This design comes from an exercise in tuning for small area, a short achievable clock period and few clock cycles per item on the open sky130 flow, not from production work. Function was checked by simulation only, so behaviour that the tests miss may differ from the original. No activity file was given, so power comes from the tool's default toggle rates.

==> build 92: inputs <==
==> flow/design.v <==
`default_nettype none
package stlm_pkg;
  localparam int LIST_DEPTH_DEF  = 32;
  localparam int VALUE_WIDTH_DEF = 32;
  localparam int ITEM_W          = 32;
  localparam logic [1:0] ACT_LOAD_A = 2'd0;
  localparam logic [1:0] ACT_LOAD_B = 2'd1;
  localparam logic [1:0] ACT_MERGE  = 2'd2;
  localparam logic [1:0] ST_SUCCESS  = 2'd0;
  localparam logic [1:0] ST_UNSORTED = 2'd1;
  localparam logic [1:0] ST_EMPTY    = 2'd2;
  localparam logic [1:0] ST_OVERFLOW = 2'd3;
endpackage
`default_nettype wire
`default_nettype none
module sorted_two_list_merge_top (
  input  wire logic         clk,
  input  wire logic         rst,
  input  wire logic         in_valid,
  output      logic         in_ready,
  input  wire logic [1:0]   action,
  input  wire logic [31:0]  item_value,
  output      logic         out_valid,
  input  wire logic         out_ready,
  output      logic [31:0]  merged_value,
  output      logic [1:0]   status,
  output      logic         last
);
  localparam int D = stlm_pkg::LIST_DEPTH_DEF;
  logic        mv, sv;           
  logic [1:0]  mact, sact;
  logic signed [31:0] mval;
  logic [31:0] sval;
  logic        consume;
  logic        m_free;
  assign in_ready = !sv;
  assign m_free   = !mv || consume;
  always_ff @(posedge clk) begin
    if (rst) begin
      mv <= 1'b0;
      sv <= 1'b0;
    end else if (m_free) begin
      mv <= sv || in_valid;
      sv <= 1'b0;
    end else begin
      sv <= sv || in_valid;
    end
  end
  always_ff @(posedge clk) begin
    if (!sv) begin
      sact <= action;
      sval <= item_value;
    end
    if (m_free) begin
      mact <= sv ? sact : action;
      mval <= sv ? sval : item_value;
    end
  end
  logic [31:0] mem_a [D];
  logic [31:0] mem_b [D];
  logic [4:0]  wp_a, wp_b;       
  logic [4:0]  rp_a, rp_b;       
  logic [4:0]  rq_a, rq_b;       
  logic [5:0]  occ_a, occ_b;     
  logic signed [31:0] h_a, h_b;  
  logic [5:0]  ln_a, ln_b;       
  logic        uns_a, uns_b;     
  logic signed [31:0] tl_a, tl_b;   
  logic        j0v, j1v;
  logic [1:0]  j0st, j1st;
  logic [5:0]  ra, rb;           
  logic [5:0]  j1a, j1b;
  logic cmd_a, cmd_b, cmd_m;
  logic full_a, full_b;
  logic push_a, push_b, enq;
  logic [1:0] enq_st;
  logic drop;                    
  assign cmd_a  = mv && (mact == stlm_pkg::ACT_LOAD_A);
  assign cmd_b  = mv && (mact == stlm_pkg::ACT_LOAD_B);
  assign cmd_m  = mv && (mact == stlm_pkg::ACT_MERGE);
  assign full_a = ln_a[5];
  assign full_b = ln_b[5];
  always_comb begin
    consume = 1'b0;
    push_a  = 1'b0;
    push_b  = 1'b0;
    enq     = 1'b0;
    enq_st  = stlm_pkg::ST_SUCCESS;
    drop    = 1'b0;
    if (mv) begin
      case (mact)
        stlm_pkg::ACT_LOAD_A: begin
          if (full_a) begin
            consume = !j1v;
            enq     = !j1v;
            enq_st  = stlm_pkg::ST_OVERFLOW;
          end else begin
            consume = !occ_a[5];
            push_a  = !occ_a[5];
          end
        end
        stlm_pkg::ACT_LOAD_B: begin
          if (full_b) begin
            consume = !j1v;
            enq     = !j1v;
            enq_st  = stlm_pkg::ST_OVERFLOW;
          end else begin
            consume = !occ_b[5];
            push_b  = !occ_b[5];
          end
        end
        stlm_pkg::ACT_MERGE: begin
          consume = !j1v;
          enq     = !j1v;
          if ((ln_a == '0) || (ln_b == '0)) begin
            enq_st = stlm_pkg::ST_EMPTY;
            drop   = !j1v;
          end else if (uns_a || uns_b) begin
            enq_st = stlm_pkg::ST_UNSORTED;
            drop   = !j1v;
          end
        end
        default: consume = 1'b1;
      endcase
    end
  end
  logic        go;               
  logic        emit;             
  logic        j0_merge;
  logic        take_a;
  logic        pop_a, pop_b;
  logic        e_last;
  logic        done;
  logic [31:0] e_val;
  logic [6:0]  rsum;
  assign j0_merge = (j0st == stlm_pkg::ST_SUCCESS);
  assign emit     = j0v && go;
  assign take_a   = (ra != '0) && ((rb == '0) || (h_a < h_b));
  assign pop_a    = emit && j0_merge && take_a;
  assign pop_b    = emit && j0_merge && !take_a;
  assign rsum     = {1'b0, ra} + {1'b0, rb};
  assign e_last   = !j0_merge || (rsum == 7'd1);
  assign done     = emit && e_last;
  assign e_val    = !j0_merge ? 32'd0 : (take_a ? h_a : h_b);
  always_ff @(posedge clk) begin
    if (rst) begin
      j0v <= 1'b0;
      j1v <= 1'b0;
    end else begin
      if (!j0v || done) begin
        j0v <= j1v || enq;
        j1v <= j1v && enq;
      end else if (enq) begin
        j1v <= 1'b1;
      end
    end
  end
  always_ff @(posedge clk) begin
    if (enq) begin
      j1st <= enq_st;
      j1a  <= ln_a;
      j1b  <= ln_b;
    end
    if (!j0v || done) begin
      if (j1v) begin
        j0st <= j1st;
        ra   <= j1a;
        rb   <= j1b;
      end else begin
        j0st <= enq_st;
        ra   <= ln_a;
        rb   <= ln_b;
      end
    end else begin
      if (pop_a) ra <= ra - 6'd1;
      if (pop_b) rb <= rb - 6'd1;
    end
  end
  always_ff @(posedge clk) begin
    if (push_a) mem_a[wp_a] <= mval;
    if (push_b) mem_b[wp_b] <= mval;
  end
  always_ff @(posedge clk) begin
    if (pop_a) h_a <= (occ_a == 6'd1) ? mval : mem_a[rq_a];
    else if (occ_a == '0) h_a <= mval;
    if (pop_b) h_b <= (occ_b == 6'd1) ? mval : mem_b[rq_b];
    else if (occ_b == '0) h_b <= mval;
  end
  always_ff @(posedge clk) begin
    if (rst) begin
      wp_a  <= '0;
      wp_b  <= '0;
      rp_a  <= '0;
      rp_b  <= '0;
      rq_a  <= 5'd1;
      rq_b  <= 5'd1;
      occ_a <= '0;
      occ_b <= '0;
      ln_a  <= '0;
      ln_b  <= '0;
      uns_a <= 1'b0;
      uns_b <= 1'b0;
    end else begin
      if (pop_a) begin
        rp_a <= rq_a;
        rq_a <= rq_a + 5'd1;
      end
      if (pop_b) begin
        rp_b <= rq_b;
        rq_b <= rq_b + 5'd1;
      end
      if (drop) begin
        wp_a  <= wp_a - ln_a[4:0];
        wp_b  <= wp_b - ln_b[4:0];
        occ_a <= occ_a - ln_a - {5'd0, pop_a};
        occ_b <= occ_b - ln_b - {5'd0, pop_b};
      end else begin
        if (push_a) wp_a <= wp_a + 5'd1;
        if (push_b) wp_b <= wp_b + 5'd1;
        occ_a <= occ_a + {5'd0, push_a} - {5'd0, pop_a};
        occ_b <= occ_b + {5'd0, push_b} - {5'd0, pop_b};
      end
      if (cmd_m && consume) begin
        ln_a  <= '0;
        ln_b  <= '0;
        uns_a <= 1'b0;
        uns_b <= 1'b0;
      end else begin
        if (push_a) begin
          ln_a <= ln_a + 6'd1;
          if ((ln_a != '0) && (mval < tl_a)) uns_a <= 1'b1;
        end
        if (push_b) begin
          ln_b <= ln_b + 6'd1;
          if ((ln_b != '0) && (mval < tl_b)) uns_b <= 1'b1;
        end
      end
    end
  end
  always_ff @(posedge clk) begin
    if (push_a) tl_a <= mval;
    if (push_b) tl_b <= mval;
  end
  logic        skv;
  logic [34:0] skd;
  logic        o_free;
  assign go     = !skv;
  assign o_free = !out_valid || out_ready;
  always_ff @(posedge clk) begin
    if (rst) begin
      out_valid <= 1'b0;
      skv       <= 1'b0;
    end else if (o_free) begin
      out_valid <= skv || emit;
      skv       <= 1'b0;
    end else begin
      skv       <= skv || emit;
    end
  end
  always_ff @(posedge clk) begin
    if (!skv) skd <= {j0st, e_last, e_val};
    if (o_free) {status, last, merged_value} <= skv ? skd : {j0st, e_last, e_val};
  end
endmodule
`default_nettype wire
==> flow/run.sh <==
#!/bin/bash
# synth_recipe.tcl (not shown) runs the flow's synth.tcl, then flattens the netlist and writes it again
# the make line also repeats each setting of config.mk as NAME=value (left out here)
make -C /OpenROAD-flow-scripts/flow DESIGN_CONFIG=/design/flow/config.mk WORK_HOME=/design/flow/orfs CLKGATE_MAP_FILE= SYNTH_SCRIPT=/design/flow/synth_recipe.tcl finish
==> flow/config.mk <==
export PLATFORM = sky130hd
export DESIGN_NAME = sorted_two_list_merge_top
export DESIGN_NICKNAME = sorted_two_list_merge_top
export VERILOG_FILES = /design/flow/design.v
export SDC_FILE = /design/flow/constraint.sdc
export NUM_CORES = 4
export LEC_CHECK = 0
export CAP_MARGIN = 20
export CORE_MARGIN = 2
export CORE_UTILIZATION = 40
export SLEW_MARGIN = 20
==> flow/constraint.sdc <==
create_clock -name core_clock -period 8.0 [get_ports {clk}]
set_input_delay 1.6000 -clock core_clock [delete_from_list [all_inputs] [get_ports {clk}]]
set_output_delay 1.6000 -clock core_clock [all_outputs]
set_load 0.01 [all_outputs]
==> trial 6: changes against build 92 <==
--- a/flow/design.v
+++ b/flow/design.v
@@ -59,71 +59,25 @@
   logic [31:0] mem_a [D];
   logic [31:0] mem_b [D];
   logic [4:0]  wp_a, wp_b;       
-  logic [4:0]  rp_a, rp_b;       
-  logic [4:0]  rq_a, rq_b;       
+  logic [D-1:0] hp_a, hp_b;      
   logic [5:0]  occ_a, occ_b;     
+  logic [31:0] rn_a, rn_b;       
   logic signed [31:0] h_a, h_b;  
   logic [5:0]  ln_a, ln_b;       
   logic        uns_a, uns_b;     
   logic signed [31:0] tl_a, tl_b;   
+  always_comb begin
+    rn_a = '0;
+    rn_b = '0;
+    for (int i = 0; i < D; i++) begin
+      rn_a = rn_a | (mem_a[(i + 1) % D] & {32{hp_a[i]}});
+      rn_b = rn_b | (mem_b[(i + 1) % D] & {32{hp_b[i]}});
+    end
+  end
   logic        j0v, j1v;
   logic [1:0]  j0st, j1st;
   logic [5:0]  ra, rb;           
   logic [5:0]  j1a, j1b;
-  logic cmd_a, cmd_b, cmd_m;
-  logic full_a, full_b;
-  logic push_a, push_b, enq;
-  logic [1:0] enq_st;
-  logic drop;                    
-  assign cmd_a  = mv && (mact == stlm_pkg::ACT_LOAD_A);
-  assign cmd_b  = mv && (mact == stlm_pkg::ACT_LOAD_B);
-  assign cmd_m  = mv && (mact == stlm_pkg::ACT_MERGE);
-  assign full_a = ln_a[5];
-  assign full_b = ln_b[5];
-  always_comb begin
-    consume = 1'b0;
-    push_a  = 1'b0;
-    push_b  = 1'b0;
-    enq     = 1'b0;
-    enq_st  = stlm_pkg::ST_SUCCESS;
-    drop    = 1'b0;
-    if (mv) begin
-      case (mact)
-        stlm_pkg::ACT_LOAD_A: begin
-          if (full_a) begin
-            consume = !j1v;
-            enq     = !j1v;
-            enq_st  = stlm_pkg::ST_OVERFLOW;
-          end else begin
-            consume = !occ_a[5];
-            push_a  = !occ_a[5];
-          end
-        end
-        stlm_pkg::ACT_LOAD_B: begin
-          if (full_b) begin
-            consume = !j1v;
-            enq     = !j1v;
-            enq_st  = stlm_pkg::ST_OVERFLOW;
-          end else begin
-            consume = !occ_b[5];
-            push_b  = !occ_b[5];
-          end
-        end
-        stlm_pkg::ACT_MERGE: begin
-          consume = !j1v;
-          enq     = !j1v;
-          if ((ln_a == '0) || (ln_b == '0)) begin
-            enq_st = stlm_pkg::ST_EMPTY;
-            drop   = !j1v;
-          end else if (uns_a || uns_b) begin
-            enq_st = stlm_pkg::ST_UNSORTED;
-            drop   = !j1v;
-          end
-        end
-        default: consume = 1'b1;
-      endcase
-    end
-  end
   logic        go;               
   logic        emit;             
   logic        j0_merge;
@@ -142,6 +96,60 @@
   assign e_last   = !j0_merge || (rsum == 7'd1);
   assign done     = emit && e_last;
   assign e_val    = !j0_merge ? 32'd0 : (take_a ? h_a : h_b);
+  logic cmd_m;
+  logic full_a, full_b;
+  logic push_a, push_b, enq;
+  logic [1:0] enq_st;
+  logic drop;                    
+  logic qfree;                   
+  assign cmd_m  = mv && (mact == stlm_pkg::ACT_MERGE);
+  assign full_a = ln_a[5];
+  assign full_b = ln_b[5];
+  assign qfree  = !j1v || done;
+  always_comb begin
+    consume = 1'b0;
+    push_a  = 1'b0;
+    push_b  = 1'b0;
+    enq     = 1'b0;
+    enq_st  = stlm_pkg::ST_SUCCESS;
+    drop    = 1'b0;
+    if (mv) begin
+      case (mact)
+        stlm_pkg::ACT_LOAD_A: begin
+          if (full_a) begin
+            consume = qfree;
+            enq     = qfree;
+            enq_st  = stlm_pkg::ST_OVERFLOW;
+          end else begin
+            consume = !occ_a[5];
+            push_a  = !occ_a[5];
+          end
+        end
+        stlm_pkg::ACT_LOAD_B: begin
+          if (full_b) begin
+            consume = qfree;
+            enq     = qfree;
+            enq_st  = stlm_pkg::ST_OVERFLOW;
+          end else begin
+            consume = !occ_b[5];
+            push_b  = !occ_b[5];
+          end
+        end
+        stlm_pkg::ACT_MERGE: begin
+          consume = qfree;
+          enq     = qfree;
+          if ((ln_a == '0) || (ln_b == '0)) begin
+            enq_st = stlm_pkg::ST_EMPTY;
+            drop   = qfree;
+          end else if (uns_a || uns_b) begin
+            enq_st = stlm_pkg::ST_UNSORTED;
+            drop   = qfree;
+          end
+        end
+        default: consume = 1'b1;
+      endcase
+    end
+  end
   always_ff @(posedge clk) begin
     if (rst) begin
       j0v <= 1'b0;
@@ -155,6 +163,9 @@
       end
     end
   end
+  logic [5:0] ra_dec, rb_dec;
+  assign ra_dec = ra - 6'd1;
+  assign rb_dec = rb - 6'd1;
   always_ff @(posedge clk) begin
     if (enq) begin
       j1st <= enq_st;
@@ -172,8 +183,8 @@
         rb   <= ln_b;
       end
     end else begin
-      if (pop_a) ra <= ra - 6'd1;
-      if (pop_b) rb <= rb - 6'd1;
+      if (pop_a) ra <= ra_dec;
+      if (pop_b) rb <= rb_dec;
     end
   end
   always_ff @(posedge clk) begin
@@ -181,19 +192,32 @@
     if (push_b) mem_b[wp_b] <= mval;
   end
   always_ff @(posedge clk) begin
-    if (pop_a) h_a <= (occ_a == 6'd1) ? mval : mem_a[rq_a];
+    if (pop_a) h_a <= (occ_a == 6'd1) ? mval : rn_a;
     else if (occ_a == '0) h_a <= mval;
-    if (pop_b) h_b <= (occ_b == 6'd1) ? mval : mem_b[rq_b];
+    if (pop_b) h_b <= (occ_b == 6'd1) ? mval : rn_b;
     else if (occ_b == '0) h_b <= mval;
+  end
+  logic [5:0] occ_a_np, occ_b_np;
+  logic [5:0] occ_a_pp, occ_b_pp;
+  always_comb begin
+    if (drop) begin
+      occ_a_np = occ_a - ln_a;
+      occ_b_np = occ_b - ln_b;
+      occ_a_pp = occ_a - ln_a - 6'd1;
+      occ_b_pp = occ_b - ln_b - 6'd1;
+    end else begin
+      occ_a_np = occ_a + {5'd0, push_a};
+      occ_b_np = occ_b + {5'd0, push_b};
+      occ_a_pp = occ_a + {5'd0, push_a} - 6'd1;
+      occ_b_pp = occ_b + {5'd0, push_b} - 6'd1;
+    end
   end
   always_ff @(posedge clk) begin
     if (rst) begin
       wp_a  <= '0;
       wp_b  <= '0;
-      rp_a  <= '0;
-      rp_b  <= '0;
-      rq_a  <= 5'd1;
-      rq_b  <= 5'd1;
+      hp_a  <= D'(1);
+      hp_b  <= D'(1);
       occ_a <= '0;
       occ_b <= '0;
       ln_a  <= '0;
@@ -201,24 +225,16 @@
       uns_a <= 1'b0;
       uns_b <= 1'b0;
     end else begin
-      if (pop_a) begin
-        rp_a <= rq_a;
-        rq_a <= rq_a + 5'd1;
-      end
-      if (pop_b) begin
-        rp_b <= rq_b;
-        rq_b <= rq_b + 5'd1;
-      end
+      if (pop_a) hp_a <= {hp_a[D-2:0], hp_a[D-1]};
+      if (pop_b) hp_b <= {hp_b[D-2:0], hp_b[D-1]};
+      occ_a <= pop_a ? occ_a_pp : occ_a_np;
+      occ_b <= pop_b ? occ_b_pp : occ_b_np;
       if (drop) begin
-        wp_a  <= wp_a - ln_a[4:0];
-        wp_b  <= wp_b - ln_b[4:0];
-        occ_a <= occ_a - ln_a - {5'd0, pop_a};
-        occ_b <= occ_b - ln_b - {5'd0, pop_b};
+        wp_a <= wp_a - ln_a[4:0];
+        wp_b <= wp_b - ln_b[4:0];
       end else begin
         if (push_a) wp_a <= wp_a + 5'd1;
         if (push_b) wp_b <= wp_b + 5'd1;
-        occ_a <= occ_a + {5'd0, push_a} - {5'd0, pop_a};
-        occ_b <= occ_b + {5'd0, push_b} - {5'd0, pop_b};
       end
       if (cmd_m && consume) begin
         ln_a  <= '0;
ABC_CLOCK_PERIOD_IN_PS = 3000   (was unset)
SETUP_SLACK_MARGIN = 5   (was unset)
==> build 97: changes against build 92 <==
--- a/flow/design.v
+++ b/flow/design.v
@@ -59,27 +59,52 @@
   logic [31:0] mem_a [D];
   logic [31:0] mem_b [D];
   logic [4:0]  wp_a, wp_b;       
-  logic [4:0]  rp_a, rp_b;       
-  logic [4:0]  rq_a, rq_b;       
+  logic [D-1:0] hp_a, hp_b;      
   logic [5:0]  occ_a, occ_b;     
-  logic signed [31:0] h_a, h_b;  
+  logic signed [31:0] rd_a, rd_b;  
   logic [5:0]  ln_a, ln_b;       
   logic        uns_a, uns_b;     
   logic signed [31:0] tl_a, tl_b;   
+  always_comb begin
+    rd_a = '0;
+    rd_b = '0;
+    for (int i = 0; i < D; i++) begin
+      rd_a = rd_a | (mem_a[i] & {32{hp_a[i]}});
+      rd_b = rd_b | (mem_b[i] & {32{hp_b[i]}});
+    end
+  end
   logic        j0v, j1v;
   logic [1:0]  j0st, j1st;
   logic [5:0]  ra, rb;           
   logic [5:0]  j1a, j1b;
-  logic cmd_a, cmd_b, cmd_m;
+  logic        go;               
+  logic        emit;             
+  logic        j0_merge;
+  logic        take_a;
+  logic        pop_a, pop_b;
+  logic        e_last;
+  logic        done;
+  logic [31:0] e_val;
+  logic [6:0]  rsum;
+  assign j0_merge = (j0st == stlm_pkg::ST_SUCCESS);
+  assign emit     = j0v && go;
+  assign take_a   = (ra != '0) && ((rb == '0) || (rd_a < rd_b));
+  assign pop_a    = emit && j0_merge && take_a;
+  assign pop_b    = emit && j0_merge && !take_a;
+  assign rsum     = {1'b0, ra} + {1'b0, rb};
+  assign e_last   = !j0_merge || (rsum == 7'd1);
+  assign done     = emit && e_last;
+  assign e_val    = !j0_merge ? 32'd0 : (take_a ? rd_a : rd_b);
+  logic cmd_m;
   logic full_a, full_b;
   logic push_a, push_b, enq;
   logic [1:0] enq_st;
   logic drop;                    
-  assign cmd_a  = mv && (mact == stlm_pkg::ACT_LOAD_A);
-  assign cmd_b  = mv && (mact == stlm_pkg::ACT_LOAD_B);
+  logic qfree;                   
   assign cmd_m  = mv && (mact == stlm_pkg::ACT_MERGE);
   assign full_a = ln_a[5];
   assign full_b = ln_b[5];
+  assign qfree  = !j1v || done;
   always_comb begin
     consume = 1'b0;
     push_a  = 1'b0;
@@ -91,8 +116,8 @@
       case (mact)
         stlm_pkg::ACT_LOAD_A: begin
           if (full_a) begin
-            consume = !j1v;
-            enq     = !j1v;
+            consume = qfree;
+            enq     = qfree;
             enq_st  = stlm_pkg::ST_OVERFLOW;
           end else begin
             consume = !occ_a[5];
@@ -101,8 +126,8 @@
         end
         stlm_pkg::ACT_LOAD_B: begin
           if (full_b) begin
-            consume = !j1v;
-            enq     = !j1v;
+            consume = qfree;
+            enq     = qfree;
             enq_st  = stlm_pkg::ST_OVERFLOW;
           end else begin
             consume = !occ_b[5];
@@ -110,38 +135,20 @@
           end
         end
         stlm_pkg::ACT_MERGE: begin
-          consume = !j1v;
-          enq     = !j1v;
+          consume = qfree;
+          enq     = qfree;
           if ((ln_a == '0) || (ln_b == '0)) begin
             enq_st = stlm_pkg::ST_EMPTY;
-            drop   = !j1v;
+            drop   = qfree;
           end else if (uns_a || uns_b) begin
             enq_st = stlm_pkg::ST_UNSORTED;
-            drop   = !j1v;
+            drop   = qfree;
           end
         end
         default: consume = 1'b1;
       endcase
     end
   end
-  logic        go;               
-  logic        emit;             
-  logic        j0_merge;
-  logic        take_a;
-  logic        pop_a, pop_b;
-  logic        e_last;
-  logic        done;
-  logic [31:0] e_val;
-  logic [6:0]  rsum;
-  assign j0_merge = (j0st == stlm_pkg::ST_SUCCESS);
-  assign emit     = j0v && go;
-  assign take_a   = (ra != '0) && ((rb == '0) || (h_a < h_b));
-  assign pop_a    = emit && j0_merge && take_a;
-  assign pop_b    = emit && j0_merge && !take_a;
-  assign rsum     = {1'b0, ra} + {1'b0, rb};
-  assign e_last   = !j0_merge || (rsum == 7'd1);
-  assign done     = emit && e_last;
-  assign e_val    = !j0_merge ? 32'd0 : (take_a ? h_a : h_b);
   always_ff @(posedge clk) begin
     if (rst) begin
       j0v <= 1'b0;
@@ -155,6 +162,9 @@
       end
     end
   end
+  logic [5:0] ra_dec, rb_dec;
+  assign ra_dec = ra - 6'd1;
+  assign rb_dec = rb - 6'd1;
   always_ff @(posedge clk) begin
     if (enq) begin
       j1st <= enq_st;
@@ -172,28 +182,35 @@
         rb   <= ln_b;
       end
     end else begin
-      if (pop_a) ra <= ra - 6'd1;
-      if (pop_b) rb <= rb - 6'd1;
+      if (pop_a) ra <= ra_dec;
+      if (pop_b) rb <= rb_dec;
     end
   end
   always_ff @(posedge clk) begin
     if (push_a) mem_a[wp_a] <= mval;
     if (push_b) mem_b[wp_b] <= mval;
   end
-  always_ff @(posedge clk) begin
-    if (pop_a) h_a <= (occ_a == 6'd1) ? mval : mem_a[rq_a];
-    else if (occ_a == '0) h_a <= mval;
-    if (pop_b) h_b <= (occ_b == 6'd1) ? mval : mem_b[rq_b];
-    else if (occ_b == '0) h_b <= mval;
+  logic [5:0] occ_a_np, occ_b_np;
+  logic [5:0] occ_a_pp, occ_b_pp;
+  always_comb begin
+    if (drop) begin
+      occ_a_np = occ_a - ln_a;
+      occ_b_np = occ_b - ln_b;
+      occ_a_pp = occ_a - ln_a - 6'd1;
+      occ_b_pp = occ_b - ln_b - 6'd1;
+    end else begin
+      occ_a_np = occ_a + {5'd0, push_a};
+      occ_b_np = occ_b + {5'd0, push_b};
+      occ_a_pp = occ_a + {5'd0, push_a} - 6'd1;
+      occ_b_pp = occ_b + {5'd0, push_b} - 6'd1;
+    end
   end
   always_ff @(posedge clk) begin
     if (rst) begin
       wp_a  <= '0;
       wp_b  <= '0;
-      rp_a  <= '0;
-      rp_b  <= '0;
-      rq_a  <= 5'd1;
-      rq_b  <= 5'd1;
+      hp_a  <= D'(1);
+      hp_b  <= D'(1);
       occ_a <= '0;
       occ_b <= '0;
       ln_a  <= '0;
@@ -201,24 +218,16 @@
       uns_a <= 1'b0;
       uns_b <= 1'b0;
     end else begin
-      if (pop_a) begin
-        rp_a <= rq_a;
-        rq_a <= rq_a + 5'd1;
-      end
-      if (pop_b) begin
-        rp_b <= rq_b;
-        rq_b <= rq_b + 5'd1;
-      end
+      if (pop_a) hp_a <= {hp_a[D-2:0], hp_a[D-1]};
+      if (pop_b) hp_b <= {hp_b[D-2:0], hp_b[D-1]};
+      occ_a <= pop_a ? occ_a_pp : occ_a_np;
+      occ_b <= pop_b ? occ_b_pp : occ_b_np;
       if (drop) begin
-        wp_a  <= wp_a - ln_a[4:0];
-        wp_b  <= wp_b - ln_b[4:0];
-        occ_a <= occ_a - ln_a - {5'd0, pop_a};
-        occ_b <= occ_b - ln_b - {5'd0, pop_b};
+        wp_a <= wp_a - ln_a[4:0];
+        wp_b <= wp_b - ln_b[4:0];
       end else begin
         if (push_a) wp_a <= wp_a + 5'd1;
         if (push_b) wp_b <= wp_b + 5'd1;
-        occ_a <= occ_a + {5'd0, push_a} - {5'd0, pop_a};
-        occ_b <= occ_b + {5'd0, push_b} - {5'd0, pop_b};
       end
       if (cmd_m && consume) begin
         ln_a  <= '0;
==> results by group <==
Run status
  • Status: complete, no violations

GRT
  • Total track usage: 0.2698
  • Met3 Use GR: 0.06117
  • First-pass GRT wire length: 433,200 µm

Cells and area
  • Clock buffers: 288
  • Synth-to-layout area growth: 18.58%
  • Final Util: 0.4780
  • Ant diodes: 2

Routing
  • Met2 routed WL: 150,300 µm
  • WL met3: 39,030 µm
  • Post-DR wirelength/cell: 36.50 µm

Worst hold path
  • Worst Hold End: skd[22]

Logic synthesis
  • Post-Synth Simple-Gate Area: 0.04128

Placement
  • Placed Instances: 8,168

STA
  • Slew @ Worst Pin: 1.066 ns

Floorplanning
  • Die area: 0.2307 mm²
# the run above: trial 6

==> results by group <==
Run status
  • Status: complete, no violations

Cells and area
  • Clock buffers: 302
  • Final Util: 0.4591
  • Ant diodes: 5
  • Synth-to-layout area growth: 14.34%

Pwr
  • Sw Share: 0.2314

Floorplanning
  • Core area: 0.2191 mm²
  • Die area: 0.2237 mm²

Placement
  • Placed Instances: 7,919

Logic synthesis
  • Post-Synth Simple-Gate Area: 0.04598

GRT
  • First-pass GRT wire length: 404,300 µm
  • Total track usage: 0.2585

STA
  • Max Fclk: 173.4 MHz
  • Slew @ Worst Pin: 1.167 ns

Routing
  • Post-DR wirelength/cell: 35.42 µm
  • WL met3: 34,480 µm
  • DRC: 0
  • Met2 routed WL: 140,900 µm

Worst setup path
  • Delay-heaviest family, CP: compound AO/OA/AOI/OAI gates

Worst hold path
  • Worst Hold End: skd[6]
# the run above: build 97

==> results by group <==
Cells and area
  • Clock buffers: 290
  • Ant diodes: 6
  • Final Util: 0.4580
  • Synth-to-layout area growth: 13.91%

GRT
  • Met3 Use GR: 0.03553
  • Total track usage: 0.1965
  • First-pass GRT wire length: 337,500 µm

Placement
  • Placed Instances: 7,582

Floorplanning
  • Die area: 0.2401 mm²

Routing
  • WL met3: 17,640 µm
  • Post-DR wirelength/cell: 29.71 µm

Run status
  • Status: complete, no violations
# the run above: build 92

Testbench counts of build 92, summed over its fixed seeds: cycles 4,350, items 3,618.
Testbench counts of trial 6, summed over its fixed seeds: cycles 4,343, items 3,618.
Testbench counts of build 97, summed over its fixed seeds: cycles 4,343, items 3,618.

[separate check: timing with driven ports]
The flow's constraints put no driver on any port. The routed layouts listed below were extracted and timed again, unchanged, in two steps.
Step 1: set_driving_cell puts a clkbuf_16 on clk and a buf_2 on each other input, an assumption about the parent block.
Step 2 times the ports against the registers' clock, not the clock port: input delays grow and output delays shrink by t, the midpoint of the rising clock arrivals with the driver on.
a / b / c = ideal ports / drivers / drivers and shift; a / b = the first two.
run	shift t [ns]	slack for setup (ns)	hold WS [ns]	worst slew at a driven data input, ns
build 92	0.940	2.846 / 2.846 / 2.846	0.469 / 0.469 / 0.469	0.14
trial 6	0.935	4.068 / 4.068 / 4.068	0.450 / 0.450 / 0.450	0.04
build 97	0.939	2.233 / 2.233 / 2.233	0.453 / 0.453 / 0.453	0.07
After both steps setup and hold are still met in every run listed.
